From an optimization exercise on the open Yosys and OpenROAD flow, aimed at small area, a short achievable clock period and few clock cycles per item; shortcuts taken in it are not production practice. The RTL was checked by simulation tests, not by an equivalence proof against the original design. No activity file was given, so power comes from the tool's default toggle rates.

<file path="design/flow/run.sh">
#!/bin/bash
# synth_recipe.tcl (not shown) runs the flow's synth.tcl, then flattens the netlist and writes it again
# the make line also repeats each setting of config.mk as NAME=value (left out here)
make -C /OpenROAD-flow-scripts/flow DESIGN_CONFIG=/design/flow/config.mk WORK_HOME=/design/flow/orfs CLKGATE_MAP_FILE= SYNTH_SCRIPT=/design/flow/synth_recipe.tcl finish
</file>
<file path="design/flow/design.v">
package ppt_pkg;
	localparam int N_CPUS_DEF     = 16;
	localparam int DEPTH_BITS_DEF = 8;
	localparam int ACT_W  = 3;
	localparam int CPU_W  = 4;
	localparam int TICK_W = 64;
	localparam int STAT_W = 2;
	localparam int CFG_W  = 5;
	localparam logic [ACT_W-1:0] ACT_DISABLE = 3'd0;
	localparam logic [ACT_W-1:0] ACT_ENABLE  = 3'd1;
	localparam logic [ACT_W-1:0] ACT_TICK    = 3'd2;
	localparam logic [ACT_W-1:0] ACT_SLEEP   = 3'd3;
	localparam logic [ACT_W-1:0] ACT_WAKE    = 3'd4;
	localparam logic [ACT_W-1:0] ACT_QUERY   = 3'd5;
	localparam logic [STAT_W-1:0] ST_OK           = 2'd0;
	localparam logic [STAT_W-1:0] ST_RANGE        = 2'd1;
	localparam logic [STAT_W-1:0] ST_NOT_DISABLED = 2'd2;
	localparam logic [STAT_W-1:0] ST_SCHED_FAIL   = 2'd3;
	typedef struct packed {
		logic [STAT_W-1:0] status;
		logic              schedule_request;
		logic              is_preemptible;
		logic [TICK_W-1:0] tick_count;
		logic [TICK_W-1:0] switch_count;
	} ppt_out_t;
	typedef struct packed {
		logic b_load;    
		logic exec;      
		logic skid_v;    
		logic out_ld;    
	} ppt_cmd_t;
endpackage
module ppt_ctrl (
	input  logic              clk,
	input  logic              arst_n,
	input  logic              in_valid,
	output logic              in_ready,
	output logic              out_valid,
	input  logic              out_ready,
	output ppt_pkg::ppt_cmd_t cmd
);
	logic b_v_q;
	logic r_ok_q;
	logic skid_v_q;
	logic out_v_q;
	logic rdy_q;
	logic b_v_d;
	logic r_ok_d;
	logic skid_v_d;
	logic out_v_d;
	logic exec;
	logic b_load;
	logic out_ld;
	assign exec   = b_v_q && r_ok_q && !skid_v_q;
	assign b_load = !skid_v_q && (!b_v_q || r_ok_q);
	assign out_ld = !out_v_q || out_ready;
	assign b_v_d    = b_load ? in_valid : b_v_q;
	assign r_ok_d   = !skid_v_q;
	assign out_v_d  = out_ld ? (skid_v_q || exec) : out_v_q;
	assign skid_v_d = !out_ld && (skid_v_q || exec);
	always_ff @(posedge clk or negedge arst_n) begin
		if (!arst_n) begin
			b_v_q    <= 1'b0;
			r_ok_q   <= 1'b0;
			skid_v_q <= 1'b0;
			out_v_q  <= 1'b0;
			rdy_q    <= 1'b1;
		end else begin
			b_v_q    <= b_v_d;
			r_ok_q   <= r_ok_d;
			skid_v_q <= skid_v_d;
			out_v_q  <= out_v_d;
			rdy_q    <= !skid_v_d && (!b_v_d || r_ok_d);
		end
	end
	assign in_ready  = rdy_q;
	assign out_valid = out_v_q;
	assign cmd.b_load = rdy_q;
	assign cmd.exec   = exec;
	assign cmd.skid_v = skid_v_q;
	assign cmd.out_ld = out_ld && (exec || skid_v_q);
endmodule
module ppt_le #(
	parameter int W = ppt_pkg::TICK_W
) (
	input  logic [W-1:0] a,
	input  logic [W-1:0] nb,
	output logic         le
);
	always_comb begin
		logic [W-1:0] g;
		logic [W-1:0] p;
		g = a & nb;
		p = a | nb;
		for (int w = 1; w < W; w = w * 2) begin
			for (int i = 0; i + w < W; i = i + 2 * w) begin
				g[i] = g[i+w] | (p[i+w] & g[i]);
				p[i] = p[i+w] & p[i];
			end
		end
		le = !g[0];
	end
endmodule
module ppt_late (
	input  logic d0,
	input  logic d1,
	input  logic l,
	output logic y
);
	assign y = l ? d1 : d0;
endmodule
module ppt_dp #(
	parameter int N_CPUS     = ppt_pkg::N_CPUS_DEF,
	parameter int DEPTH_BITS = ppt_pkg::DEPTH_BITS_DEF
) (
	input  logic                       clk,
	input  logic                       arst_n,
	input  logic                       cfg_wr_en,
	input  logic [ppt_pkg::CFG_W-1:0]  cfg_wr_data,
	input  logic [ppt_pkg::ACT_W-1:0]  in_action,
	input  logic [ppt_pkg::CPU_W-1:0]  in_cpu,
	input  logic [ppt_pkg::TICK_W-1:0] in_sleep_ticks,
	input  logic [ppt_pkg::TICK_W-1:0] in_wake_time,
	input  logic                       in_schedule_ok,
	output ppt_pkg::ppt_out_t          results_data,
	input  ppt_pkg::ppt_cmd_t          cmd
);
	localparam int TW = ppt_pkg::TICK_W;
	localparam int DW = DEPTH_BITS;
	localparam int AW = ppt_pkg::CPU_W;
	localparam int IW = ppt_pkg::CFG_W + 1;
	logic [ppt_pkg::ACT_W-1:0] b_act_q;
	logic [AW-1:0]             b_cpu_q;
	logic [TW-1:0]             b_op_q;
	logic                      b_sok_q;
	logic                      b_ok_q;
	logic [DW-1:0]             r_dp_q;
	logic [TW-1:0]             r_tk_q;
	logic [TW-1:0]             r_sw_q;
	logic                      pd_wr_q;
	logic                      pd_v_q;
	logic [AW-1:0]             pd_cpu_q;
	logic [TW-1:0]             pd_dl_q;
	logic [N_CPUS-1:0]         x_sel_q;
	logic [ppt_pkg::STAT_W-1:0] x_stat_q;
	logic                      x_req_q;
	logic                      x_pe_q;
	logic [ppt_pkg::CFG_W-1:0] cpus_q;
	logic [N_CPUS-1:0]         vld_q;
	logic [N_CPUS-1:0]         slp_q;
	logic [DW-1:0]             dp_q [N_CPUS];
	logic [TW-1:0]             tk_q [N_CPUS];
	logic [TW-1:0]             sw_q [N_CPUS];
	logic [TW-1:0]             dl_q [N_CPUS];
	ppt_pkg::ppt_out_t         out_q;
	logic                      cfg_ok;
	logic [N_CPUS-1:0]         b_sel_q;
	logic [N_CPUS-1:0]         in_sel;
	logic [N_CPUS-1:0]         rd_sel;
	logic                      r_sl_q;
	logic [N_CPUS-1:0]         slp_d;
	logic                      le_addr;
	logic [N_CPUS-1:0]         pd_m;
	logic                      r_sl_a;
	logic                      r_sl_b;
	logic                      r_sl_d;
	logic                      sl_d0;
	logic                      sl_d1;
	logic                      pe_pre;
	logic                      pe_gate;
	logic                      pe;
	logic                      pd_hit;
	logic                      byp;
	logic [DW-1:0]             rd_dp;
	logic [TW-1:0]             rd_tk;
	logic [TW-1:0]             rd_sw;
	logic [DW-1:0]             dp;
	logic                      sl;
	logic [TW-1:0]             tk;
	logic [TW-1:0]             sw;
	logic [N_CPUS-1:0]         le_d;
	logic [N_CPUS-1:0]         le_q;
	logic [N_CPUS-1:0]         le;
	logic [N_CPUS-1:0]         wsel;
	logic [DW-1:0]             n_dp;
	logic [TW-1:0]             n_tk;
	logic [TW-1:0]             n_sw;
	logic                      n_sl;
	logic [TW-1:0]             sum;
	logic                      sum_z;
	logic [ppt_pkg::STAT_W-1:0] stat;
	logic                      req;
	logic                      is_wake;
	logic                      is_sleep;
	logic                      upd;
	ppt_pkg::ppt_out_t         res;
	assign cfg_ok = cfg_wr_en && (cfg_wr_data != '0)
		&& (IW'(cfg_wr_data) <= IW'(N_CPUS));
	always_comb begin
		for (int c = 0; c < N_CPUS; c++) begin
			in_sel[c] = (in_cpu == AW'(c));
		end
		if (cmd.skid_v) begin
			rd_sel = x_sel_q;
		end else if (cmd.b_load) begin
			rd_sel = in_sel;
		end else begin
			rd_sel = b_sel_q;
		end
	end
	always_comb begin
		rd_dp = '0;
		rd_tk = '0;
		rd_sw = '0;
		for (int c = 0; c < N_CPUS; c++) begin
			if (vld_q[c] && rd_sel[c]) begin
				rd_dp = rd_dp | dp_q[c];
				rd_tk = rd_tk | tk_q[c];
				rd_sw = rd_sw | sw_q[c];
			end
		end
	end
	assign byp = cmd.exec && (in_cpu == b_cpu_q);
	always_ff @(posedge clk) begin
		if (cmd.b_load) begin
			b_act_q <= in_action;
			b_cpu_q <= in_cpu;
			b_sel_q <= in_sel;
			b_op_q  <= (in_action == ppt_pkg::ACT_WAKE) ? in_wake_time : in_sleep_ticks;
			b_sok_q <= in_schedule_ok;
			b_ok_q  <= (IW'(in_cpu) < IW'(cpus_q));
		end
		r_dp_q <= byp ? n_dp : rd_dp;
		r_tk_q <= byp ? n_tk : rd_tk;
		r_sw_q <= byp ? n_sw : rd_sw;
		r_sl_q <= r_sl_d;
	end
	assign is_wake  = (b_act_q == ppt_pkg::ACT_WAKE);
	assign is_sleep = (b_act_q == ppt_pkg::ACT_SLEEP);
	assign sl = r_sl_q;
	assign dp = r_dp_q;
	assign tk = r_tk_q;
	assign sw = r_sw_q;
	logic [N_CPUS-1:0] le_cpu;
	logic              le_pd_in;
	logic [TW-1:0]     now_n;
	assign now_n = ~in_wake_time;
	logic              le_pd_ex;
	for (genvar c = 0; c < N_CPUS; c++) begin : g_le
		ppt_le #(.W(TW)) u_le (.a(dl_q[c]), .nb(now_n), .le(le_cpu[c]));
	end
	ppt_le #(.W(TW)) u_le_pd_in (.a(pd_dl_q), .nb(now_n), .le(le_pd_in));
	ppt_le #(.W(TW)) u_le_pd_ex (.a(pd_dl_q), .nb(~b_op_q), .le(le_pd_ex));
	always_comb begin
		le_d = le_cpu;
		if (pd_wr_q) begin
			le_d[pd_cpu_q] = le_pd_in;
		end
	end
	always_ff @(posedge clk) begin
		if (cmd.b_load) begin
			le_q <= le_d;
		end
	end
	always_comb begin
		le = le_q;
		if (pd_v_q) begin
			le[pd_cpu_q] = le_pd_ex;
		end
	end
	assign le_addr = |(b_sel_q & le_q);
	assign pd_hit  = pd_v_q && (pd_cpu_q == b_cpu_q);
	always_comb begin
		for (int c = 0; c < N_CPUS; c++) begin
			pd_m[c] = cmd.exec && is_wake && pd_v_q && (pd_cpu_q == AW'(c));
		end
	end
	assign r_sl_a = |(rd_sel & ~pd_m & slp_q & ~((cmd.exec && is_wake) ? le_q : '0));
	assign r_sl_b = |(rd_sel & pd_m & slp_q);
	assign sl_d1  = byp ? (n_sl && !(is_wake && pd_hit)) : r_sl_a;
	assign sl_d0  = byp ? n_sl : (r_sl_a || r_sl_b);
	ppt_late u_late_sl (.d0(sl_d0), .d1(sl_d1), .l(le_pd_ex), .y(r_sl_d));
	assign sum = tk + b_op_q;
	always_comb begin
		sum_z = !(tk[0] ^ b_op_q[0]);
		for (int i = 1; i < TW; i++) begin
			sum_z = sum_z && ((tk[i] ^ b_op_q[i]) == (tk[i-1] | b_op_q[i-1]));
		end
	end
	always_comb begin
		n_dp = dp;
		n_tk = tk;
		n_sw = sw;
		n_sl = sl;
		stat = ppt_pkg::ST_OK;
		req  = 1'b0;
		case (b_act_q)
			ppt_pkg::ACT_DISABLE: begin
				if (b_ok_q && (dp != '1)) begin
					n_dp = dp + DW'(1);
				end
			end
			ppt_pkg::ACT_ENABLE: begin
				if (!b_ok_q) begin
					stat = ppt_pkg::ST_RANGE;
				end else if (dp == '0) begin
					stat = ppt_pkg::ST_NOT_DISABLED;
				end else begin
					n_dp = dp - DW'(1);
				end
			end
			ppt_pkg::ACT_TICK: begin
				if (!b_ok_q) begin
					stat = ppt_pkg::ST_RANGE;
				end else begin
					n_tk = tk + TW'(1);
					if ((dp == '0) && !sl) begin
						req = 1'b1;
						if (b_sok_q) begin
							n_sw = sw + TW'(1);
						end else begin
							stat = ppt_pkg::ST_SCHED_FAIL;
						end
					end
				end
			end
			ppt_pkg::ACT_SLEEP: begin
				if (!b_ok_q) begin
					stat = ppt_pkg::ST_RANGE;
				end else begin
					n_sl = !sum_z;
				end
			end
			ppt_pkg::ACT_WAKE: begin
				n_sl = sl && !(!pd_hit && le_addr);
			end
			default: begin
			end
		endcase
	end
	assign pe_pre  = b_ok_q && (n_dp == '0) && !n_sl;
	assign pe_gate = is_wake && pd_hit && b_ok_q && (n_dp == '0);
	ppt_late u_late_pe (.d0(pe_pre), .d1(pe_pre || pe_gate), .l(le_pd_ex), .y(pe));
	always_comb begin
		res.status           = stat;
		res.schedule_request = req;
		res.is_preemptible   = pe;
		res.tick_count       = n_tk;
		res.switch_count     = n_sw;
	end
	assign upd = cmd.exec && b_ok_q && !b_act_q[2];
	always_comb begin
		for (int c = 0; c < N_CPUS; c++) begin
			wsel[c] = upd && b_sel_q[c];
		end
	end
	always_ff @(posedge clk) begin
		if (cmd.exec) begin
			x_sel_q  <= b_sel_q;
			x_stat_q <= res.status;
			x_req_q  <= res.schedule_request;
			x_pe_q   <= res.is_preemptible;
		end
		for (int c = 0; c < N_CPUS; c++) begin
			if (wsel[c]) begin
				dp_q[c] <= n_dp;
				tk_q[c] <= n_tk;
				sw_q[c] <= n_sw;
			end
			if (pd_wr_q && (pd_cpu_q == AW'(c))) begin
				dl_q[c] <= pd_dl_q;
			end
		end
		if (upd && is_sleep) begin
			pd_dl_q  <= sum;
			pd_cpu_q <= b_cpu_q;
		end
	end
	always_ff @(posedge clk or negedge arst_n) begin
		if (!arst_n) begin
			pd_wr_q <= 1'b0;
			pd_v_q  <= 1'b0;
		end else begin
			pd_wr_q <= upd && is_sleep;
			if (cmd.exec) begin
				pd_v_q <= upd && is_sleep;
			end
		end
	end
	always_comb begin
		for (int c = 0; c < N_CPUS; c++) begin
			slp_d[c] = slp_q[c];
			if (cmd.exec && is_wake) begin
				slp_d[c] = slp_q[c] && !le[c];
			end else if (wsel[c] && is_sleep) begin
				slp_d[c] = !sum_z;
			end
		end
	end
	always_ff @(posedge clk or negedge arst_n) begin
		if (!arst_n) begin
			cpus_q <= ppt_pkg::CFG_W'(1);
			vld_q  <= '0;
			slp_q  <= '0;
		end else if (cfg_ok) begin
			cpus_q <= cfg_wr_data;
			vld_q  <= '0;
			slp_q  <= '0;
		end else begin
			slp_q <= slp_d;
			for (int c = 0; c < N_CPUS; c++) begin
				if (wsel[c]) begin
					vld_q[c] <= 1'b1;
				end
			end
		end
	end
	always_ff @(posedge clk) begin
		if (cmd.out_ld) begin
			if (cmd.skid_v) begin
				out_q.status           <= x_stat_q;
				out_q.schedule_request <= x_req_q;
				out_q.is_preemptible   <= x_pe_q;
				out_q.tick_count       <= rd_tk;
				out_q.switch_count     <= rd_sw;
			end else begin
				out_q <= res;
			end
		end
	end
	assign results_data = out_q;
endmodule
module per_cpu_preemption_tracker #(
	parameter int N_CPUS     = ppt_pkg::N_CPUS_DEF,
	parameter int DEPTH_BITS = ppt_pkg::DEPTH_BITS_DEF
) (
	input  logic                      clk,
	input  logic                      arst_n,
	input  logic                      cfg_wr_en,
	input  logic [ppt_pkg::CFG_W-1:0] cfg_wr_data,
	input  logic                      in_valid,
	output logic                      in_ready,
	input  logic [ppt_pkg::ACT_W-1:0] in_action,
	input  logic [ppt_pkg::CPU_W-1:0] in_cpu,
	input  logic [ppt_pkg::TICK_W-1:0] in_sleep_ticks,
	input  logic [ppt_pkg::TICK_W-1:0] in_wake_time,
	input  logic                      in_schedule_ok,
	output logic                      out_valid,
	input  logic                      out_ready,
	output logic [ppt_pkg::STAT_W-1:0] out_status,
	output logic                      out_sched_req,
	output logic                      out_preemptible,
	output logic [ppt_pkg::TICK_W-1:0] out_tick_count,
	output logic [ppt_pkg::TICK_W-1:0] out_switch_count
);
	ppt_pkg::ppt_out_t results_data;
	ppt_pkg::ppt_cmd_t cmd;
	assign out_status       = results_data.status;
	assign out_sched_req    = results_data.schedule_request;
	assign out_preemptible  = results_data.is_preemptible;
	assign out_tick_count   = results_data.tick_count;
	assign out_switch_count = results_data.switch_count;
	ppt_ctrl u_ctrl (
		.clk       (clk),
		.arst_n    (arst_n),
		.in_valid  (in_valid),
		.in_ready  (in_ready),
		.out_valid (out_valid),
		.out_ready (out_ready),
		.cmd       (cmd)
	);
	ppt_dp #(
		.N_CPUS     (N_CPUS),
		.DEPTH_BITS (DEPTH_BITS)
	) u_dp (
		.clk            (clk),
		.arst_n         (arst_n),
		.cfg_wr_en      (cfg_wr_en),
		.cfg_wr_data    (cfg_wr_data),
		.in_action      (in_action),
		.in_cpu         (in_cpu),
		.in_sleep_ticks (in_sleep_ticks),
		.in_wake_time   (in_wake_time),
		.in_schedule_ok (in_schedule_ok),
		.results_data   (results_data),
		.cmd            (cmd)
	);
endmodule
</file>
<file path="design/flow/constraint.sdc">
create_clock -name core_clock -period 8.0 [get_ports {clk}]
set_input_delay 1.6000 -clock core_clock [delete_from_list [all_inputs] [get_ports {clk}]]
set_output_delay 1.6000 -clock core_clock [all_outputs]
set_load 0.01 [all_outputs]
</file>
<file path="design/flow/config.mk">
export PLATFORM = sky130hd
export DESIGN_NAME = per_cpu_preemption_tracker
export DESIGN_NICKNAME = per_cpu_preemption_tracker
export VERILOG_FILES = /design/flow/design.v
export SDC_FILE = /design/flow/constraint.sdc
export NUM_CORES = 4
export LEC_CHECK = 0
export CAP_MARGIN = 20
export CORE_MARGIN = 2
export CORE_UTILIZATION = 55
export CTS_CLUSTER_DIAMETER = 100
export CTS_CLUSTER_SIZE = 24
export SETUP_SLACK_MARGIN = 4.5
export SLEW_MARGIN = 20
export SYNTH_HIERARCHICAL = 1
</file>
==> results of run 1 <==
==> critical path, stage by stage <==
cell and delay [ns]:
buf_2 0.11, clkinvlp_4 0.21, buf_4 0.21, buf_6 0.13, buf_4 0.13, o22ai_2 0.20, o32ai_2 0.12, maj3_1 0.40
a2bb2oi_4 0.30, nor4b_4 0.38, o221ai_2 0.17, a21oi_4 0.24, nand2_1 0.08, o21ai_0 0.08
==> worst max-delay path by stage <==
stage | start | endpoint | slack (ns) | cells after the start
final | in_wake_time[50] | u_dp.le_q[1] | 4.38 | 14
after CTS | u_dp.b_op_q[31] | u_dp.pd_dl_q[62] | 4.39 | 13
after detailed placement | in_wake_time[49] | u_dp.le_q[3] | 1.80 | 11
after global routing | u_dp.b_op_q[31] | u_dp.pd_dl_q[62] | 4.32 | 13
after global placement | in_wake_time[49] | u_dp.le_q[3] | 1.86 | 11
after floorplan | u_ctrl.skid_v_q | u_dp.slp_q[4] | 1.96 | 7
==> per-module statistics from Yosys, one instance, submodules excluded, a selection <==
module / times used / cells inside / flip-flops and latches
ppt_ctrl: 1 / 20 / 5
ppt_late: 2 / 1 / 0
==> area by class of cell <==
cell class | count | area (um2) | share of cell area [%]
repair inverters | 17 | 120.1 | 0.06784
clock buffers | 270 | 4885 | 2.759
multi-input cells | 6186 | 44750 | 25.27
inverters | 314 | 1350 | 0.7625
repair buffers | 1051 | 11430 | 6.453
flip-flops and latches | 3706 | 109600 | 61.92
clock inverters | 18 | 247.7 | 0.1399
well taps | 3705 | 4636 | 2.618
diodes | 8 | 20.02 | 0.01131
==> kinds of logic (layout without fill, tap and decap cells) <==
kind of cell | count (synthesis) | in the layout | share of synthesized area (%)
multiplexers | 230 | 230 | 1.602
buffers and inverters | 707 | 1670 | 1.772
adder cells (fa/ha/maj) | 212 | 212 | 1.634
XOR/XNOR | 252 | 252 | 1.456
AO/OA/AOI/OAI | 3282 | 3282 | 15.20
other | 0 | 8 | 0
flip-flops | 3706 | 3706 | 71.52
AND/OR/NAND/NOR | 2180 | 2210 | 6.817
==> layer usage <==
layer	GRT usage, %	vias to the layer above	part of all wire [%]
met2	59.96	6992	46
met1	50.49	54090	37
met3	5.624	1160	10
met4	20.24	8	6.7
li1	-	44400	-
met5	0	-	0.0081
==> power breakdown <==
group          internal (mW)  switching [mW]
clock network           4.33            6.10
registers               23.1            1.16
logic                   2.82            5.43
==> state kept, by name, indices dropped and copies added, names as in the netlist, 64 cells and up, named ones only <==
| signal | flops |
|---|---|
| u_dp.dp_q | 128 |
| u_dp.sw_q | 1024 |
| u_dp.tk_q | 1024 |
| u_dp.pd_dl_q | 64 |
| u_dp.b_op_q | 64 |
| u_dp.out_q | 132 |
| u_dp.r_sw_q | 64 |
| u_dp.r_tk_q | 64 |
| u_dp.dl_q | 1024 |
==> what timing repair did <==
action                                  in CTS  in global routing
setup buffers                              272                134
gates cloned                                71                 20
endpoints found under the setup margin    4164                905
pin swaps                                  117                116
resized for setup                          802                456
==> cell usage in the layout (no fill, tap or decap), drive strengths merged, types with 22 or more instances in the layout <==
master / count
edfxtp: 3509
nor2: 949
buf: 742
a21oi: 639
a22oi: 575
a22o: 375
o22ai: 367
a31oi: 335
a221oi: 335
clkbuf: 294
nand2: 285
inv: 280
nand3: 269
nor3: 216
o21ai: 206
xnor2: 182
dfxtp: 153
ha: 139
clkdlybuf4s50: 133
nand4: 123
mux2i: 115
mux2: 115
and2: 107
dlygate4sd2: 104
nor4: 96
o221ai: 77
o22a: 72
maj3: 72
xor2: 70
clkinvlp: 54
a211oi: 45
dfrtp: 42
and3: 39
a21o: 37
o32ai: 36
o21a: 30
nor2b: 28
o211ai: 27
bufbuf: 25
or4: 22
==> metrics by stage <==
| step | hold slack (ns) | util (%) | setup WS, ns |
|---|---|---|---|
| floorplan | 0.4312 | - | 1.957 |
| detailed placement | 0.4849 | 58.66 | 1.800 |
| finish | 0.4841 | 63.98 | 4.378 |
| global placement | 0.4638 | 58.62 | 1.860 |
| CTS | 0.4917 | 62.84 | 4.393 |
| global route | 0.5071 | 63.98 | 4.324 |
==> metrics.cfg, run 1 <==
[run_status]
status=complete, no violations

[timing]
maxSlewHeadroom_pct=25.72
period_share_pct=45.27
skew_ns=0.05204
max_freq_mhz=276.1
worst_pin_slew_ns=1.114
finalHoldViolCount=0
final.min_clock_period_ns=3.622
finalSetupViolCount=0
drv_slew=0
rsz0062_at_grt=yes
timing.setup.tns_ns=0

[place]
io_buffers=279
routabilityCongestion=0.9335
dpl_cell_area_mm2=0.1623
place_inst=14480
hpwl_um=306000

[clock_network]
path_clk_slew_ns=0.10
insertion_delay_ns=0.93
cts_tree=built
cts_max_level=4
cts_buffer_depth=4
cts_root_buf=clkbuf_16
cts_hold_buf=0
numCtsBuffers=180
clock_sinks=3706

[yosys]
synth_edf_count=3509
yosysSeqAreaShare_pct=71.52
netlist_area_mm2=0.1532
syn_inst=10570
ys_async_sr_fraction_pct=1.187
ys.flop_type=edfxtp_1
synth_area_leaders=edfxtp_1 69%, a22oi_1 2.8%, nor2_1 2.3%
avgSynthCellArea_um2=14.49
yosysMostFrequentCell=edfxtp_1
synth_commonest_cells=3,509 x edfxtp_1, 941 x nor2_1, 638 x a21oi_1, 575 x a22oi_1, 375 x a22o_1
synth_warnings=17
yosysTopAreaCellShare_pct=68.80
yosys.area.top_type=edfxtp_1
syn_nets=10860
ys_ff_latch=3706
synth.distinct_cells=94

[power]
powerDensity_mw_per_mm2=242.4
ir_worst_vdd_mv=0.2356
p_total_mw=42.93
power.leakage_nw=59.23

[worst_hold_path]
min_delay_path_depth=0
hold_start=u_dp.pd_dl_q[7]
hold_end=u_dp.dl_q[4][7]
holdCritPathClass=flip-flop to flip-flop

[route]
ant_nets=0
dr.pass1.iters=6
drc=0
wire_per_inst_um=36.24
viasPerCell=6.982
drtIter0Drc=15690
via_count=106700
totalWireLength_um=553600

[grt]
grt_pass1_wl_um=759500
grt_max_degree=84
grt_pass1_vias=99520
antenna_found_initial=20
track_usage_pct=37.72
grt_overflow_total=0

[die]
die_y_um=531.7
rows=193
initial_utilization_pct=55.34
fp.dieW_um=531.7
dieArea_mm2=0.2827
pin_count=280
design.core.area_mm2=0.2767

[setup_path]
r2r_slack_ns=4.45
arrival_ns=4.37
r2r_end=u_dp.pd_dl_q[62]
reg2reg_from=u_dp.r_tk_q[3]
path_max_fanout=6
worst-r2r-cell-count=15
worstPathRequired_ns=8.74
endpoint_kind=flip-flop
crit_type=input port to flip-flop
start_kind=input port

[run]
drv_cap=0

[layout]
drive_above_1_share_pct=16.56
final_cells=15280
nets=11740
fillers=20360
final_area_mm2=0.1771
syn_to_final_growth_pct=15.61

Testbench counts, summed over its fixed seeds: cycles 24,043, items 24,027.
==> run 2: changes to the inputs <==
--- a/design/flow/config.mk
+++ b/design/flow/config.mk
@@ -7,7 +7,7 @@
 export LEC_CHECK = 0
 export CAP_MARGIN = 20
 export CORE_MARGIN = 2
-export CORE_UTILIZATION = 55
+export CORE_UTILIZATION = 60
 export CTS_CLUSTER_DIAMETER = 100
 export CTS_CLUSTER_SIZE = 24
 export SETUP_SLACK_MARGIN = 4.5
==> run 2 against run 1 <==
Effect of this change: still clean; sequential share of layout area is 0.26 points higher; global-route usage is 3.2 points higher; wire length is 0.24% lower; critical path depth is 2 lower; count of clock-buffer cells in the layout is 5 higher; critical endpoint is now u_dp.out_q[124]; largest cell class unchanged.
==> metrics.cfg, run 2 <==
[clock_network]
cts_buffer_depth=3  ; was 4
cts_tree=built  ; unchanged
cts_root_buf=clkbuf_16  ; unchanged
clock_sinks=3706  ; unchanged
insertion_delay_ns=0.92  ; was 0.93 ns
path_clk_slew_ns=0.10  ; about the same
cts_max_level=4  ; unchanged
cts_hold_buf=0  ; unchanged
numCtsBuffers=174  ; was 180

[yosys]
synthAdderAreaFrac_pct=1.634  ; unchanged
synth_top_family_by_area=compound AO/OA/AOI/OAI gates  ; unchanged
synth_compound_area_share_pct=15.20  ; unchanged
ys_async_sr_fraction_pct=1.187  ; unchanged
syn_nets=10860  ; unchanged
syn_inst=10570  ; unchanged
netlist_area_mm2=0.1532  ; unchanged
synth_mux_area_share_pct=1.602  ; unchanged
synth_area_leaders=edfxtp_1 69%, a22oi_1 2.8%, nor2_1 2.3%  ; unchanged
yosysMostFrequentCell=edfxtp_1  ; unchanged
avgSynthCellArea_um2=14.49  ; unchanged
yosysTopAreaCellShare_pct=68.80  ; unchanged
yosysSeqAreaShare_pct=71.52  ; unchanged
ys.flop_type=edfxtp_1  ; unchanged
yosys.area.top_type=edfxtp_1  ; unchanged
synthSimpleGateAreaFrac_pct=6.817  ; unchanged
synth_edf_count=3509  ; unchanged
ys_ff_latch=3706  ; unchanged
synth_xor_area_share_pct=1.456  ; unchanged
synth_commonest_cells=3,509 x edfxtp_1, 941 x nor2_1, 638 x a21oi_1, 575 x a22oi_1, 375 x a22o_1  ; unchanged
synth_warnings=17  ; unchanged
synth.distinct_cells=94  ; unchanged

[place]
hpwl_um=294600  ; was 306,000 um
routabilityCongestion=0.9504  ; was 0.9335
io_buffers=279  ; unchanged
place_inst=14100  ; was 14,480

[grt]
grt_overflow_total=0  ; unchanged
grt_pass1_wl_um=746200  ; was 759,500 um
track_usage_pct=40.92  ; was 37.72%
antenna_found_initial=40  ; was 20
grt_pass1_vias=100200  ; was 99,520
grt_max_degree=118  ; was 84

[worst_hold_path]
hold_start=u_dp.b_sel_q[6]  ; was u_dp.pd_dl_q[7]
holdCritPathClass=flip-flop to flip-flop  ; unchanged

[setup_path]
r2r_end=u_dp.out_q[37]  ; was u_dp.pd_dl_q[62]
slowest_delay_ns=0.42  ; was 0.40 ns
endpoint_kind=flip-flop  ; unchanged
reg2reg_from=u_dp.r_dp_q[0]  ; was u_dp.r_tk_q[3]
critPathCapture=u_dp.out_q[124]  ; was u_dp.le_q[1]
worst-r2r-cell-count=13  ; was 15
startpoint=in_cpu[2]  ; was in_wake_time[50]
slowest_stage=bufbuf_16  ; was maj3_1
crit_path_cell_trace=buf_4 -> nor2b_1 -> nand3_1 -> o21ai_1 -> mux2_4 -> and2_4 -> buf_4 -> bufbuf_16 -> a22oi_1 -> nand3_1 -> nor2_2 -> mux2i_2  ; was buf_2 -> clkinvlp_4 -> buf_4 -> buf_6 -> buf_4 -> o22ai_2 -> o32ai_2 -> maj3_1 -> a2bb2oi_4 -> nor4b_4 -> o221ai_2 -> a21oi_4 -> nand2_1 -> o21ai_0
worstPathRequired_ns=8.68  ; was 8.74 ns
r2r_slack_ns=4.37  ; was 4.45 ns
arrival_ns=4.32  ; was 4.37 ns
path_max_fanout=22  ; was 6
start_kind=input port  ; unchanged
crit_type=input port to flip-flop  ; unchanged

[timing]
max_freq_mhz=274.6  ; was 276.1 MHz
skew_ns=0.07665  ; was 0.05204 ns
period_share_pct=45.52  ; was 45.27%
final.min_clock_period_ns=3.642  ; was 3.622 ns
worst_pin_slew_ns=1.212  ; was 1.114 ns
timing.setup.tns_ns=0  ; unchanged
drv_slew=0  ; unchanged
rsz0062_at_grt=yes  ; unchanged
finalSetupViolCount=0  ; unchanged
maxSlewHeadroom_pct=19.17  ; was 25.72%
finalHoldViolCount=0  ; unchanged
hold-worst-slack_ns=0.4951  ; was 0.4841 ns

[layout]
reg.largest.list=u_dp.dl_q: 1024 flops, u_dp.sw_q: 1024 flops, u_dp.tk_q: 1024 flops  ; unchanged
drive_above_1_share_pct=16.07  ; was 16.56%
syn_to_final_growth_pct=15.12  ; was 15.61%
final_cells=14900  ; was 15,280
nets=11680  ; was 11,740
layout_common_cells=3,509 x edfxtp_1, 867 x nor2_1, 603 x a21oi_1  ; was 3,509 x edfxtp_1, 866 x nor2_1, 604 x a21oi_1
final_common_cell=edfxtp_1  ; unchanged

[route]
ant_nets=0  ; unchanged
via_count=108300  ; was 106,700
drtIter0Drc=17990  ; was 15,690
drc=0  ; unchanged
dr.pass1.iters=7  ; was 6
totalWireLength_um=552200  ; was 553,600 um
viasPerCell=7.271  ; was 6.982
wire_per_inst_um=37.07  ; was 36.24 um

[die]
die_y_um=509.2  ; was 531.7 um
fp.dieW_um=509.2  ; was 531.7 um
initial_utilization_pct=60.31  ; was 55.34%
rows=185  ; was 193
pin_count=280  ; unchanged
dieArea_mm2=0.2593  ; was 0.2827 mm2
design.core.area_mm2=0.2539  ; was 0.2767 mm2

[power]
powerDensity_mw_per_mm2=243.2  ; was 242.4 mW/mm2
ir_worst_vdd_mv=0.2677  ; was 0.2356 mV
power.leakage_nw=58.80  ; was 59.23 nW

[run_status]
status=complete, no violations  ; unchanged

[run]
drv_cap=0  ; unchanged

## run 2: cell counts after synthesis
No cell type changed its count.
## run 2: cells by family (layout without fill, tap and decap cells)
logic type	after synthesis	after routing
other	0	21
flip-flops	3706	3706
adder cells (fa/ha/maj)	212	212
multiplexers	230	230
AO/OA/AOI/OAI	3282	3282
XOR/XNOR	252	252
buffers and inverters	707	1616
AND/OR/NAND/NOR	2180	2211
## run 2: worst max-delay path, delay by kind of cell
kind | cells | cell delay, ns
buffers and inverters | 3 | 0.76
AND/OR/NAND/NOR | 5 | 1.02
multiplexers | 2 | 0.63
AO/OA/AOI/OAI | 2 | 0.26
## run 2: per-module statistics from Yosys (local to each module, per instance), excerpt
module    cells inside  area [um2]  flip-flops and latches  times used
ppt_ctrl            20       224.0                       5           1
ppt_late             1       15.01                       0           2
## run 2: power by group
group / internal [mW] / switching [mW] / total [mW]
logic: 2.85 / 5.49 / 8.34
clock network: 4.25 / 6.08 / 10.3
registers: 23.1 / 1.14 / 24.2
total: 30.2 / 12.7 / 42.9
## run 2: how the worst min path moves through the flow
stage | slack, ns | cells after the start | end
floorplan | 0.43 | 0 | u_dp.x_sel_q[15]
global placement | 0.46 | 0 | u_dp.x_sel_q[4]
detailed placement | 0.47 | 0 | u_dp.x_sel_q[4]
CTS | 0.50 | 0 | u_dp.x_sel_q[4]
global route | 0.51 | 0 | u_dp.x_sel_q[7]
finish | 0.50 | 0 | u_dp.x_sel_q[6]
## run 2: stage by stage
stage | total power [mW] | utilization, % | setup slack (ns) | cell area [um2]
6_report | 42.88 | 69.43 | 4.358 | 176300
5_1_grt | 43.86 | 69.42 | 4.313 | 176300
4_1_cts | 42.16 | 68.21 | 4.300 | 173200
3_5_place_dp | 31.53 | 63.73 | 2.064 | 161800
3_3_place_gp | 31.42 | 63.67 | 2.114 | 161700
2_1_floorplan | 27.80 | - | 1.957 | 153400
## run 2: area by class of cell
cell class              instances  area [um2]
repair inverters               21       147.6
fillers                     17050       77620
inverters                     314        1368
clock inverters                20       337.8
clock buffers                 275        4797
flip-flops and latches       3706      109600
well taps                    3366        4212
repair buffers                986       10840
multi-input cells            6187       44940
diodes                         21       52.55
## run 2: repair_timing
item                                    in CTS  in global routing
pin swaps                                  109                109
gates cloned                                72                 21
resized for setup                          756                404
endpoints found under the setup margin    4469               1229
hold endpoints to repair                     0                  0
setup buffers                              271                113
## run 2: routing by layer
layer	track usage, %	vias up	wire length (um)
li1	-	44280	-
met1	54.24	54300	193000
met2	63.80	8202	250500
met3	7.417	1496	67540
met4	24.39	24	40870
met5	0	-	350
==> run 3: changes to the inputs <==
--- a/design/flow/config.mk
+++ b/design/flow/config.mk
@@ -7,9 +7,9 @@
 export LEC_CHECK = 0
 export CAP_MARGIN = 20
 export CORE_MARGIN = 2
-export CORE_UTILIZATION = 60
-export CTS_CLUSTER_DIAMETER = 100
-export CTS_CLUSTER_SIZE = 24
+export CORE_UTILIZATION = 55
+export CTS_CLUSTER_DIAMETER = 90
+export CTS_CLUSTER_SIZE = 28
 export SETUP_SLACK_MARGIN = 4.5
 export SLEW_MARGIN = 20
 export SYNTH_HIERARCHICAL = 1
==> run 3 against run 2 <==
Effect of this change: via count is 1.6% lower; global-route usage fell by 3.0 points; sequential power barely moved; clock skew rose by 0.027 ns; cell area up 0.45%; critical path type is now flip-flop to flip-flop; largest power group unchanged; highest routed layer unchanged.
==> metrics.cfg, run 3 <==
[worst_hold_path]
holdCritPathClass=flip-flop to flip-flop  ; unchanged
min_delay_path_depth=0  ; unchanged

[layout]
reg.largest.list=u_dp.dl_q: 1024 flops, u_dp.sw_q: 1024 flops, u_dp.tk_q: 1024 flops  ; unchanged
layout_common_cells=3,509 x edfxtp_1, 868 x nor2_1, 608 x a21oi_1  ; was 3,509 x edfxtp_1, 867 x nor2_1, 603 x a21oi_1
final_cells=15280  ; was 14,900
nets=11730  ; was 11,680
fillers=20350  ; was 17,050
syn_to_final_growth_pct=15.64  ; was 15.12%
final_common_cell=edfxtp_1  ; unchanged
drive_above_1_share_pct=16.54  ; was 16.07%

[timing]
final.min_clock_period_ns=3.572  ; was 3.642 ns
drv_slew=0  ; unchanged
maxSlewHeadroom_pct=23.22  ; was 19.17%
timing.setup.tns_ns=0  ; unchanged
worst_pin_slew_ns=1.146  ; was 1.212 ns
period_share_pct=44.65  ; was 45.52%
rsz0062_at_grt=yes  ; unchanged
finalHoldViolCount=0  ; unchanged
finalSetupViolCount=0  ; unchanged
skew_ns=0.1032  ; was 0.07665 ns
max_freq_mhz=280.0  ; was 274.6 MHz

[power]
ir_worst_vdd_mv=0.2319  ; was 0.2677 mV
power.leakage_nw=59.21  ; was 58.80 nW
p_total_mw=42.68  ; was 42.88 mW
powerDensity_mw_per_mm2=241.0  ; was 243.2 mW/mm2

[yosys]
avgSynthCellArea_um2=14.49  ; unchanged
netlist_area_mm2=0.1532  ; unchanged
synth_commonest_cells=3,509 x edfxtp_1, 941 x nor2_1, 638 x a21oi_1, 575 x a22oi_1, 375 x a22o_1  ; unchanged
syn_nets=10860  ; unchanged
yosys.area.top_type=edfxtp_1  ; unchanged
ys.flop_type=edfxtp_1  ; unchanged
syn_inst=10570  ; unchanged
synth_warnings=17  ; unchanged
ys_ff_latch=3706  ; unchanged
synth_edf_count=3509  ; unchanged
yosysMostFrequentCell=edfxtp_1  ; unchanged
yosysTopAreaCellShare_pct=68.80  ; unchanged
yosysSeqAreaShare_pct=71.52  ; unchanged
ys_async_sr_fraction_pct=1.187  ; unchanged
synth.distinct_cells=94  ; unchanged
synth_area_leaders=edfxtp_1 69%, a22oi_1 2.8%, nor2_1 2.3%  ; unchanged

[clock_network]
numCtsBuffers=163  ; was 174
insertion_delay_ns=0.96  ; was 0.92 ns
cts_max_level=4  ; unchanged
cts_buffer_depth=4  ; was 3
cts_root_buf=clkbuf_16  ; unchanged
cts_hold_buf=0  ; unchanged
path_clk_slew_ns=0.11  ; was 0.10 ns
clock_sinks=3706  ; unchanged
cts_tree=built  ; unchanged

[setup_path]
crit_buf_inv=3  ; unchanged
path_max_fanout=4  ; was 22
path_depth=15  ; was 12
slowest_delay_ns=0.42  ; about the same
arrival_ns=4.22  ; was 4.32 ns
slowest_stage=dfxtp_4  ; was bufbuf_16
worst-r2r-cell-count=15  ; was 13
crit_path_cell_trace=buf_12 -> ha_4 -> inv_2 -> fa_2 -> nand2b_4 -> a21oi_4 -> o21ai_4 -> a2111oi_4 -> o21ai_2 -> a21boi_2 -> a21oi_2 -> buf_6 -> o41ai_4 -> nand4_1 -> and4_1  ; was buf_4 -> nor2b_1 -> nand3_1 -> o21ai_1 -> mux2_4 -> and2_4 -> buf_4 -> bufbuf_16 -> a22oi_1 -> nand3_1 -> nor2_2 -> mux2i_2
start_kind=flip-flop  ; was input port
worstPathRequired_ns=8.65  ; was 8.68 ns
crit_family=compound AO/OA/AOI/OAI gates  ; was simple AND/OR/NAND/NOR gates
crit_type=flip-flop to flip-flop  ; was input port to flip-flop
endpoint_kind=flip-flop  ; unchanged

[die]
dieArea_mm2=0.2827  ; was 0.2593 mm2
design.core.area_mm2=0.2767  ; was 0.2539 mm2
initial_utilization_pct=55.34  ; was 60.31%
rows=193  ; was 185
fp.dieW_um=531.7  ; was 509.2 um
die_y_um=531.7  ; was 509.2 um
pin_count=280  ; unchanged

[route]
dr.pass1.iters=8  ; was 7
drc=0  ; unchanged
ant_nets=0  ; unchanged
totalWireLength_um=555800  ; was 552,200 um
via_count=106600  ; was 108,300
wire_per_inst_um=36.39  ; was 37.07 um
drtIter0Drc=15410  ; was 17,990
viasPerCell=6.979  ; was 7.271

[grt]
grt_overflow_total=0  ; unchanged
grt_max_degree=70  ; was 118
track_usage_pct=37.92  ; was 40.92%
grt_pass1_wl_um=762100  ; was 746,200 um
antenna_found_initial=15  ; was 40
grt_pass1_vias=99410  ; was 100,200

[run_status]
status=complete, no violations  ; unchanged

[place]
place_inst=14480  ; was 14,100
hpwl_um=306000  ; was 294,600 um
routabilityCongestion=0.9335  ; was 0.9504
io_buffers=279  ; unchanged

[run]
drv_cap=0  ; unchanged

## run 3: cell counts after synthesis
No cell type changed its count.
## run 3: modules after synthesis, one instance, submodules excluded, excerpt
module	times used	area [um2]
ppt_late	2	15.01
ppt_ctrl	1	224.0
## run 3: layout make-up
class                      instances  area, um2  share of cell area, %
tap                             3705       4636                  2.618
clock buffer                     254       4622                  2.610
timing repair inverter            20      142.6                0.08054
multi-input combinational       6183      44710                  25.24
sequential                      3706     109600                  61.90
inverter                         314       1353                 0.7637
antenna                           12      30.03                0.01696
timing repair buffer            1053      11670                  6.590
clock inverter                    28      314.1                 0.1773
## run 3: logic make-up after synthesis
group                    after synthesis  share of synthesized area [%]
AO/OA/AOI/OAI                       3282                          15.20
XOR/XNOR                             252                          1.456
adder cells (fa/ha/maj)              212                          1.634
buffers and inverters                707                          1.772
flip-flops                          3706                          71.52
multiplexers                         230                          1.602
AND/OR/NAND/NOR                     2180                          6.817
## run 3: where the power goes
part	internal, mW	switching (mW)	total [mW]
Clock	4.12	6.11	10.2
Combinational	2.81	5.42	8.22
Sequential	23.1	1.15	24.2
Total	30.0	12.7	42.7
## run 3: final timing paths
| kind | from | to | slack, ns |
|---|---|---|---|
| setup / recovery | u_dp.r_tk_q[0] | u_dp.pd_dl_q[62] | 4.43 |
| hold / removal | u_dp.pd_dl_q[7] | u_dp.dl_q[4][7] | 0.49 |
| setup reg to reg | u_dp.r_tk_q[0] | u_dp.pd_dl_q[62] | 4.43 |
| hold reg to reg | u_dp.pd_dl_q[7] | u_dp.dl_q[4][7] | 0.49 |
| max in group asynchronous | arst_n | u_dp.vld_q[12] | 6.70 |
| min in group asynchronous | arst_n | u_ctrl.skid_v_q | 0.77 |
## run 3: per-layer routing
metal	GRT usage, %	wire (um)	vias up
met4	20.64	37820	6
li1	-	-	44410
met2	60.45	256300	6775
met3	5.721	55250	1187
met1	50.44	206400	54230
met5	0	38	-
## run 3: per-stage QoR
step           util, %  setup WS, ns  area (um2)  hold slack (ns)
2_1_floorplan        -         1.957      153400           0.4312
3_3_place_gp     58.62         1.860      162200           0.4638
6_report         64.00         4.428      177100           0.4942
3_5_place_dp     58.66         1.800      162300           0.4849
5_1_grt          63.99         4.331      177100           0.5220
4_1_cts          62.91         4.356      174100           0.5003
## run 3: worst register-to-register path, stage by stage, from the launching register on
cell and delay, ns:
dfxtp_4 0.42, buf_12 0.14, ha_4 0.13, inv_2 0.04, fa_2 0.35, nand2b_4 0.16, a21oi_4 0.17, o21ai_4 0.12
a2111oi_4 0.42, o21ai_2 0.18, a21boi_2 0.27, a21oi_2 0.09, buf_6 0.14, o41ai_4 0.33, nand4_1 0.16, and4_1 0.18
## run 3: what timing repair did
action | CTS | global route
buffers inserted | 278 | 127
pin swaps | 127 | 115
endpoints found under the setup margin | 4203 | 1337
gates resized for setup | 880 | 396
gates cloned | 78 | 16
==> run 4: changes to the inputs <==
--- a/design/flow/config.mk
+++ b/design/flow/config.mk
@@ -7,7 +7,7 @@
 export LEC_CHECK = 0
 export CAP_MARGIN = 20
 export CORE_MARGIN = 2
-export CORE_UTILIZATION = 55
+export CORE_UTILIZATION = 60
 export CTS_CLUSTER_DIAMETER = 90
 export CTS_CLUSTER_SIZE = 28
 export SETUP_SLACK_MARGIN = 4.5
==> run 4 against run 3 <==
Effect of this change: synthesized area did not move; first-iteration DRC count rose by 21%; sequential share of layout area fell by 0.13 points; cell area rose by 0.21%; clock power barely moved; sequential power barely moved; setup slack got worse by 0.095 ns; critical path type unchanged; critical endpoint is now u_dp.out_q[42].
==> metrics.cfg, run 4 <==
[setup_path]
crit_type=flip-flop to flip-flop  ; unchanged
crit_buf_inv=3  ; unchanged
slowest_delay_ns=0.51  ; was 0.42 ns
worstPathRequired_ns=8.65  ; about the same
start_kind=flip-flop  ; unchanged
r2r_slack_ns=4.33  ; was 4.43 ns
crit_path_cell_trace=inv_4 -> ha_4 -> nor3b_4 -> nand2_2 -> or3_4 -> clkinv_8 -> nand3_1 -> nor2_1 -> nor4b_4 -> buf_6 -> nand4_1 -> xnor2_4 -> mux2_2  ; was buf_12 -> ha_4 -> inv_2 -> fa_2 -> nand2b_4 -> a21oi_4 -> o21ai_4 -> a2111oi_4 -> o21ai_2 -> a21boi_2 -> a21oi_2 -> buf_6 -> o41ai_4 -> nand4_1 -> and4_1
slowest_stage=nand4_1  ; was dfxtp_4
endpoint_kind=flip-flop  ; unchanged
crit_family=simple AND/OR/NAND/NOR gates  ; was compound AO/OA/AOI/OAI gates
path_max_fanout=6  ; was 4
arrival_ns=4.32  ; was 4.22 ns

[place]
routabilityCongestion=0.9504  ; was 0.9335
io_buffers=279  ; unchanged
dp_slack_ns=2.064  ; was 1.800 ns
hpwl_um=294600  ; was 306,000 um

[clock_network]
cts_buffer_depth=3  ; was 4
cts_root_buf=clkbuf_16  ; unchanged
path_clk_slew_ns=0.11  ; about the same
insertion_delay_ns=0.88  ; was 0.96 ns
cts_tree=built  ; unchanged
cts_hold_buf=0  ; unchanged
cts_max_level=4  ; unchanged
numCtsBuffers=159  ; was 163
clock_sinks=3706  ; unchanged

[power]
swShare_pct=29.85  ; was 29.70%
switchingPower_mw=12.78  ; was 12.68 mW
power.leakage_nw=59.40  ; was 59.21 nW
powerDensity_mw_per_mm2=241.2  ; was 241.0 mW/mm2
seqPwrFrac_pct=56.6  ; was 56.8%
intPower_mw=30.02  ; was 30.00 mW
p_comb_share_pct=19.8  ; was 19.3%
ir_worst_vdd_mv=0.2484  ; was 0.2319 mV
p_clk_share_pct=23.6  ; was 24.0%

[layout]
nets=11740  ; was 11,730
syn_to_final_growth_pct=15.88  ; was 15.64%
layout_common_cells=3,509 x edfxtp_1, 868 x nor2_1, 603 x a21oi_1  ; was 3,509 x edfxtp_1, 868 x nor2_1, 608 x a21oi_1
reg.largest.list=u_dp.dl_q: 1024 flops, u_dp.sw_q: 1024 flops, u_dp.tk_q: 1024 flops  ; unchanged
final_common_cell=edfxtp_1  ; unchanged
drive_above_1_share_pct=17.00  ; was 16.54%

[yosys]
synth_top_family_by_area=compound AO/OA/AOI/OAI gates  ; unchanged
synth_area_leaders=edfxtp_1 69%, a22oi_1 2.8%, nor2_1 2.3%  ; unchanged
synth_mux_area_share_pct=1.602  ; unchanged
avgSynthCellArea_um2=14.49  ; unchanged
yosys.area.top_type=edfxtp_1  ; unchanged
synthSimpleGateAreaFrac_pct=6.817  ; unchanged
synth_warnings=17  ; unchanged
synthAdderAreaFrac_pct=1.634  ; unchanged
ys.flop_type=edfxtp_1  ; unchanged
ys_async_sr_fraction_pct=1.187  ; unchanged
synth_commonest_cells=3,509 x edfxtp_1, 941 x nor2_1, 638 x a21oi_1, 575 x a22oi_1, 375 x a22o_1  ; unchanged
yosysSeqAreaShare_pct=71.52  ; unchanged
netlist_area_mm2=0.1532  ; unchanged
synth_xor_area_share_pct=1.456  ; unchanged
syn_inst=10570  ; unchanged
synth_edf_count=3509  ; unchanged
yosysMostFrequentCell=edfxtp_1  ; unchanged
synth.distinct_cells=94  ; unchanged
syn_nets=10860  ; unchanged
ys_ff_latch=3706  ; unchanged
yosysTopAreaCellShare_pct=68.80  ; unchanged
synth_compound_area_share_pct=15.20  ; unchanged

[die]
dieArea_mm2=0.2593  ; was 0.2827 mm2
design.core.area_mm2=0.2539  ; was 0.2767 mm2
fp.dieW_um=509.2  ; was 531.7 um
pin_count=280  ; unchanged
die_y_um=509.2  ; was 531.7 um
rows=185  ; was 193
initial_utilization_pct=60.31  ; was 55.34%

[timing]
timing.setup.tns_ns=0  ; unchanged
final.min_clock_period_ns=3.667  ; was 3.572 ns
period_share_pct=45.84  ; was 44.65%
worst_pin_slew_ns=1.082  ; was 1.146 ns
skew_ns=0.05503  ; was 0.1032 ns
rsz0062_at_grt=yes  ; unchanged
drv_slew=0  ; unchanged
setup_slack_ns=4.333  ; was 4.428 ns
finalHoldViolCount=0  ; unchanged
maxSlewHeadroom_pct=27.86  ; was 23.22%
max_freq_mhz=272.7  ; was 280.0 MHz
finalSetupViolCount=0  ; unchanged

[grt]
grt_pass1_wl_um=755100  ; was 762,100 um
grt_pass1_vias=100500  ; was 99,410
track_usage_pct=41.48  ; was 37.92%
grt_max_degree=118  ; was 70
antenna_found_initial=39  ; was 15
grt_overflow_total=0  ; unchanged

[route]
totalWireLength_um=562000  ; was 555,800 um
drc=0  ; unchanged
wire_per_inst_um=37.55  ; was 36.39 um
dr.pass1.iters=10  ; was 8
viasPerCell=7.296  ; was 6.979
via_count=109200  ; was 106,600
drtIter0Drc=18710  ; was 15,410
ant_nets=0  ; unchanged

[run_status]
status=complete, no violations  ; unchanged

[worst_hold_path]
holdCritPathClass=flip-flop to flip-flop  ; unchanged

[run]
drv_cap=0  ; unchanged

run 4: cell counts after synthesis:
No cell type changed its count.
run 4: kinds of logic after synthesis:
family | after synthesis
mux | 230
simple gates | 2180
xor+xnor | 252
compound gates | 3282
flops | 3706
fa+ha+maj | 212
buf+inv | 707
run 4: per-stage QoR:
stage / hold WS [ns] / utilization, % / instance area [um2] / instances / power [mW]
6_report: 0.5080 / 69.89 / 177500 / 14970 / 42.80
5_1_grt: 0.5164 / 69.88 / 177400 / 14950 / 43.78
4_1_cts: 0.5011 / 68.46 / 173800 / 14770 / 41.98
3_5_place_dp: 0.4674 / 63.73 / 161800 / 14100 / 31.53
3_3_place_gp: 0.4576 / 63.67 / 161700 / 14100 / 31.42
2_1_floorplan: 0.4312 / - / 153400 / 10570 / 27.80
run 4: path summary, 6_finish.rpt:
kind | from | endpoint | cells after the start
worst max-delay path | u_dp.r_dp_q[1] | u_dp.out_q[42] | 13
worst min-delay path | u_dp.b_sel_q[4] | u_dp.x_sel_q[4] | 0
worst max register to register | u_dp.r_dp_q[1] | u_dp.out_q[42] | 13
worst min register to register | u_dp.b_sel_q[4] | u_dp.x_sel_q[4] | 0
max in group asynchronous | arst_n | u_ctrl.skid_v_q | 2
min in group asynchronous | arst_n | u_dp.pd_v_q | 2
run 4: what timing repair did:
action / 4_1_cts / 5_1_grt
gates resized for setup: 814 / 428
pin swaps: 150 / 114
setup endpoints to repair: 4483 / 1426
cloned: 82 / 29
setup buffers: 298 / 143
run 4: metal layers:
| layer | track usage, % | vias up | routed length (um) |
|---|---|---|---|
| met1 | 54.77 | 54580 | 194300 |
| met2 | 64.40 | 8623 | 254300 |
| met5 | 0 | - | 128 |
| met3 | 7.782 | 1556 | 70010 |
| li1 | - | 44420 | - |
| met4 | 25.35 | 17 | 43280 |
run 4: area by class of cell:
type | instances | area (um2)
sequential | 3706 | 109600
timing repair inverter | 21 | 142.6
tap | 3366 | 4212
antenna | 26 | 65.06
clock buffer | 246 | 4379
inverter | 314 | 1381
timing repair buffer | 1060 | 12000
fill | 16900 | 76450
multi-input combinational | 6188 | 45130
clock inverter | 40 | 543.0
run 4: power by group through the flow:
stage	Clock (mW)	Combinational [mW]	Sequential, mW
CTS	10.1	7.75	24.2
global route	10.7	8.84	24.2
floorplan	0	3.71	24.1
global placement	0	6.74	24.7
detailed placement	0	6.86	24.7
finish	10.1	8.49	24.2
run 4: per-module statistics from Yosys, one instance, submodules excluded, excerpt:
module,cells,copies in the design,area [um2],flops+latches
ppt_late,1,2,15.01,0
ppt_ctrl,20,1,224.0,5
==> run 5: changes to the inputs <==
--- a/design/flow/config.mk
+++ b/design/flow/config.mk
@@ -7,9 +7,9 @@
 export LEC_CHECK = 0
 export CAP_MARGIN = 20
 export CORE_MARGIN = 2
-export CORE_UTILIZATION = 60
-export CTS_CLUSTER_DIAMETER = 90
-export CTS_CLUSTER_SIZE = 28
+export CORE_UTILIZATION = 55
+export CTS_CLUSTER_DIAMETER = 80
+export CTS_CLUSTER_SIZE = 32
 export SETUP_SLACK_MARGIN = 4.5
 export SLEW_MARGIN = 20
 export SYNTH_HIERARCHICAL = 1
==> run 5 against run 4 <==
Effect of this change: still clean on timing, DRC and antenna; total power rose by 1.5%; clock power up 9.9%; die area rose by 9.0%.
==> metrics.cfg, run 5 <==
[power]
power.leakage_nw=59.52  ; was 59.40 nW
ir_worst_vdd_mv=0.2770  ; was 0.2484 mV
powerDensity_mw_per_mm2=244.8  ; was 241.2 mW/mm2

[worst_hold_path]
holdCritPathClass=flip-flop to flip-flop  ; unchanged
hold_start=u_dp.pd_dl_q[7]  ; was u_dp.b_sel_q[4]

[setup_path]
endpoint_kind=flip-flop  ; unchanged
start_kind=flip-flop  ; unchanged
startpoint=u_dp.r_tk_q[3]  ; was u_dp.r_dp_q[1]
worstPathRequired_ns=8.65  ; about the same
crit_type=flip-flop to flip-flop  ; unchanged
path_max_fanout=5  ; was 6
reg2reg_from=u_dp.r_tk_q[3]  ; was u_dp.r_dp_q[1]
arrival_ns=4.34  ; was 4.32 ns

[clock_network]
path_clk_slew_ns=0.11  ; about the same
cts_root_buf=clkbuf_16  ; unchanged
cts_buffer_depth=4  ; was 3
cts_max_level=4  ; unchanged
cts_tree=built  ; unchanged
insertion_delay_ns=0.95  ; was 0.88 ns
numCtsBuffers=166  ; was 159
cts_hold_buf=0  ; unchanged
clock_sinks=3706  ; unchanged

[timing]
final.min_clock_period_ns=3.689  ; was 3.667 ns
timing.setup.tns_ns=0  ; unchanged
drv_slew=0  ; unchanged
hold-worst-slack_ns=0.5040  ; was 0.5080 ns
maxSlewHeadroom_pct=22.21  ; was 27.86%
finalHoldViolCount=0  ; unchanged
worst_pin_slew_ns=1.161  ; was 1.082 ns
finalSetupViolCount=0  ; unchanged
max_freq_mhz=271.1  ; was 272.7 MHz
rsz0062_at_grt=yes  ; unchanged
period_share_pct=46.11  ; was 45.84%
skew_ns=0.09288  ; was 0.05503 ns

[route]
drc=0  ; unchanged
dr.pass1.iters=8  ; was 10
via_count=106600  ; was 109,200
viasPerCell=6.977  ; was 7.296
drtIter0Drc=15890  ; was 18,710
ant_nets=0  ; unchanged
wire_per_inst_um=36.20  ; was 37.55 um
totalWireLength_um=553000  ; was 562,000 um

[yosys]
synth_area_leaders=edfxtp_1 69%, a22oi_1 2.8%, nor2_1 2.3%  ; unchanged
yosysTopAreaCellShare_pct=68.80  ; unchanged
netlist_area_mm2=0.1532  ; unchanged
syn_nets=10860  ; unchanged
ys_async_sr_fraction_pct=1.187  ; unchanged
yosys.area.top_type=edfxtp_1  ; unchanged
synth_edf_count=3509  ; unchanged
synth_commonest_cells=3,509 x edfxtp_1, 941 x nor2_1, 638 x a21oi_1, 575 x a22oi_1, 375 x a22o_1  ; unchanged
ys_ff_latch=3706  ; unchanged
synth_warnings=17  ; unchanged
synth.distinct_cells=94  ; unchanged
yosysMostFrequentCell=edfxtp_1  ; unchanged
avgSynthCellArea_um2=14.49  ; unchanged
ys.flop_type=edfxtp_1  ; unchanged
yosysSeqAreaShare_pct=71.52  ; unchanged
syn_inst=10570  ; unchanged

[layout]
fillers=20310  ; was 16,900
final_common_cell=edfxtp_1  ; unchanged
reg.largest.list=u_dp.dl_q: 1024 flops, u_dp.sw_q: 1024 flops, u_dp.tk_q: 1024 flops  ; unchanged
nets=11710  ; was 11,740
drive_above_1_share_pct=16.85  ; was 17.00%
syn_to_final_growth_pct=15.89  ; was 15.88%
layout_common_cells=3,509 x edfxtp_1, 869 x nor2_1, 603 x a21oi_1  ; was 3,509 x edfxtp_1, 868 x nor2_1, 603 x a21oi_1

[die]
rows=193  ; was 185
fp.dieW_um=531.7  ; was 509.2 um
initial_utilization_pct=55.34  ; was 60.31%
die_y_um=531.7  ; was 509.2 um
pin_count=280  ; unchanged
dieArea_mm2=0.2827  ; was 0.2593 mm2
design.core.area_mm2=0.2767  ; was 0.2539 mm2

[grt]
grt_max_degree=101  ; was 118
antenna_found_initial=20  ; was 39
grt_pass1_wl_um=759300  ; was 755,100 um
grt_overflow_total=0  ; unchanged
track_usage_pct=37.71  ; was 41.48%
grt_pass1_vias=99600  ; was 100,500

[place]
routabilityCongestion=0.9335  ; was 0.9504
io_buffers=279  ; unchanged
hpwl_um=306000  ; was 294,600 um

[run_status]
status=complete, no violations  ; unchanged

[run]
drv_cap=0  ; unchanged

==> run 5: path summary, 6_finish.rpt <==
check / endpoint / slack (ns) / cells past startpoint
worst max-delay path: u_dp.pd_dl_q[62] / 4.31 / 13
worst min-delay path: u_dp.dl_q[4][7] / 0.50 / 0
worst max register to register: u_dp.pd_dl_q[62] / 4.31 / 13
worst min register to register: u_dp.dl_q[4][7] / 0.50 / 0
max in group asynchronous: u_dp.vld_q[12] / 6.70 / 2
min in group asynchronous: async pin / 0.79 / 2
==> run 5: modules after synthesis, one instance, submodules excluded, a selection <==
module	flops+latches	times used	area, um2	cells inside
ppt_late	0	2	15.01	1
ppt_ctrl	5	1	224.0	20
==> run 5: layout make-up <==
cell class | instances | area (um2) | share of cell area [%]
clock inverters | 92 | 1210 | 0.6817
inverters | 314 | 1350 | 0.7606
repair inverters | 19 | 137.6 | 0.07754
repair buffers | 1034 | 11250 | 6.341
diodes | 9 | 22.52 | 0.01269
flip-flops and latches | 3706 | 109600 | 61.77
multi-input cells | 6185 | 44700 | 25.18
well taps | 3705 | 4636 | 2.612
clock buffers | 212 | 4557 | 2.567
==> run 5: worst max-delay path, stage by stage, from the launching register on <==
cell and delay (ns):
dfxtp_1 0.53, inv_1 0.18, ha_4 0.40, nand2_1 0.14
a21oi_4 0.19, o21ai_4 0.13, a2111oi_4 0.41, o21ai_2 0.18
a21boi_2 0.27, a21oi_2 0.09, buf_6 0.14, o41ai_4 0.37
nand4_1 0.18, and4_1 0.19
==> run 5: cell families after synthesis <==
logic type / share of synthesized area, %
fa+ha+maj: 1.634
buf+inv: 1.772
compound gates: 15.20
mux: 1.602
flops: 71.52
xor+xnor: 1.456
simple gates: 6.817
==> run 5: what timing repair did <==
| item | in CTS | in global routing |
|---|---|---|
| setup endpoints to repair | 4192 | 813 |
| cloned | 73 | 18 |
| pin swaps | 122 | 116 |
| resized for setup | 855 | 386 |
| buffers inserted | 266 | 124 |
==> run 5: through the flow <==
stage	cell area, um2	utilization [%]	total power [mW]	setup slack (ns)	cells
after floorplan	153400	-	27.80	1.957	10570
after global placement	162200	58.62	31.56	1.860	14480
after detailed placement	162300	58.66	31.64	1.800	14480
after CTS	174600	63.10	42.92	4.337	15130
after global routing	177500	64.13	44.53	4.314	15270
final	177500	64.14	43.46	4.311	15280
==> run 5: report_power, final <==
group | switching [mW] | internal, mW | leakage, nW | total (mW)
logic | 5.37 | 2.77 | 22.5 | 8.14
registers | 1.17 | 23.1 | 34.2 | 24.3
clock network | 6.45 | 4.62 | 2.80 | 11.1
total | 13.0 | 30.5 | 59.5 | 43.5
==> run 5: routing by layer <==
| layer | GRT usage [%] | vias to the layer above | wire length, um |
|---|---|---|---|
| met5 | 0 | - | 58 |
| met4 | 20.84 | 10 | 37210 |
| met2 | 60.08 | 6758 | 255900 |
| met3 | 5.281 | 1184 | 55610 |
| li1 | - | 44400 | - |
| met1 | 50.34 | 54230 | 204200 |

port drivers added, routing unchanged:
Ports are ideal in the flow. The routed layouts listed here were re-timed in OpenROAD.
Step 1 sets driving cells, clkbuf_16 on the clock port and buf_2 on the other inputs (assumed; they add their load-dependent delay and slew).
Step 2 also shifts input and output timing later by t, the mid clock arrival at the registers, as if the neighbouring blocks saw the same clock.
a / b / c = ideal ports / drivers / drivers and shift; a / b = the first two.
run	shift t [ns]	setup WS [ns]	worst register clock-pin slew, ns
run 1	1.005	4.378 / 4.428 / 3.446	0.10 / 0.10
run 2	0.990	4.358 / 4.365 / 3.447	0.11 / 0.11
run 3	1.012	4.428 / 4.428 / 3.522	0.11 / 0.11
run 4	0.963	4.333 / 4.319 / 3.551	0.11 / 0.11
run 5	1.010	4.311 / 4.311 / 3.522	0.12 / 0.12
After both steps every run listed still meets setup and hold. The setup slack of run 1, which loses most, moves by +0.050 ns with the drivers and by -0.932 ns with both steps.
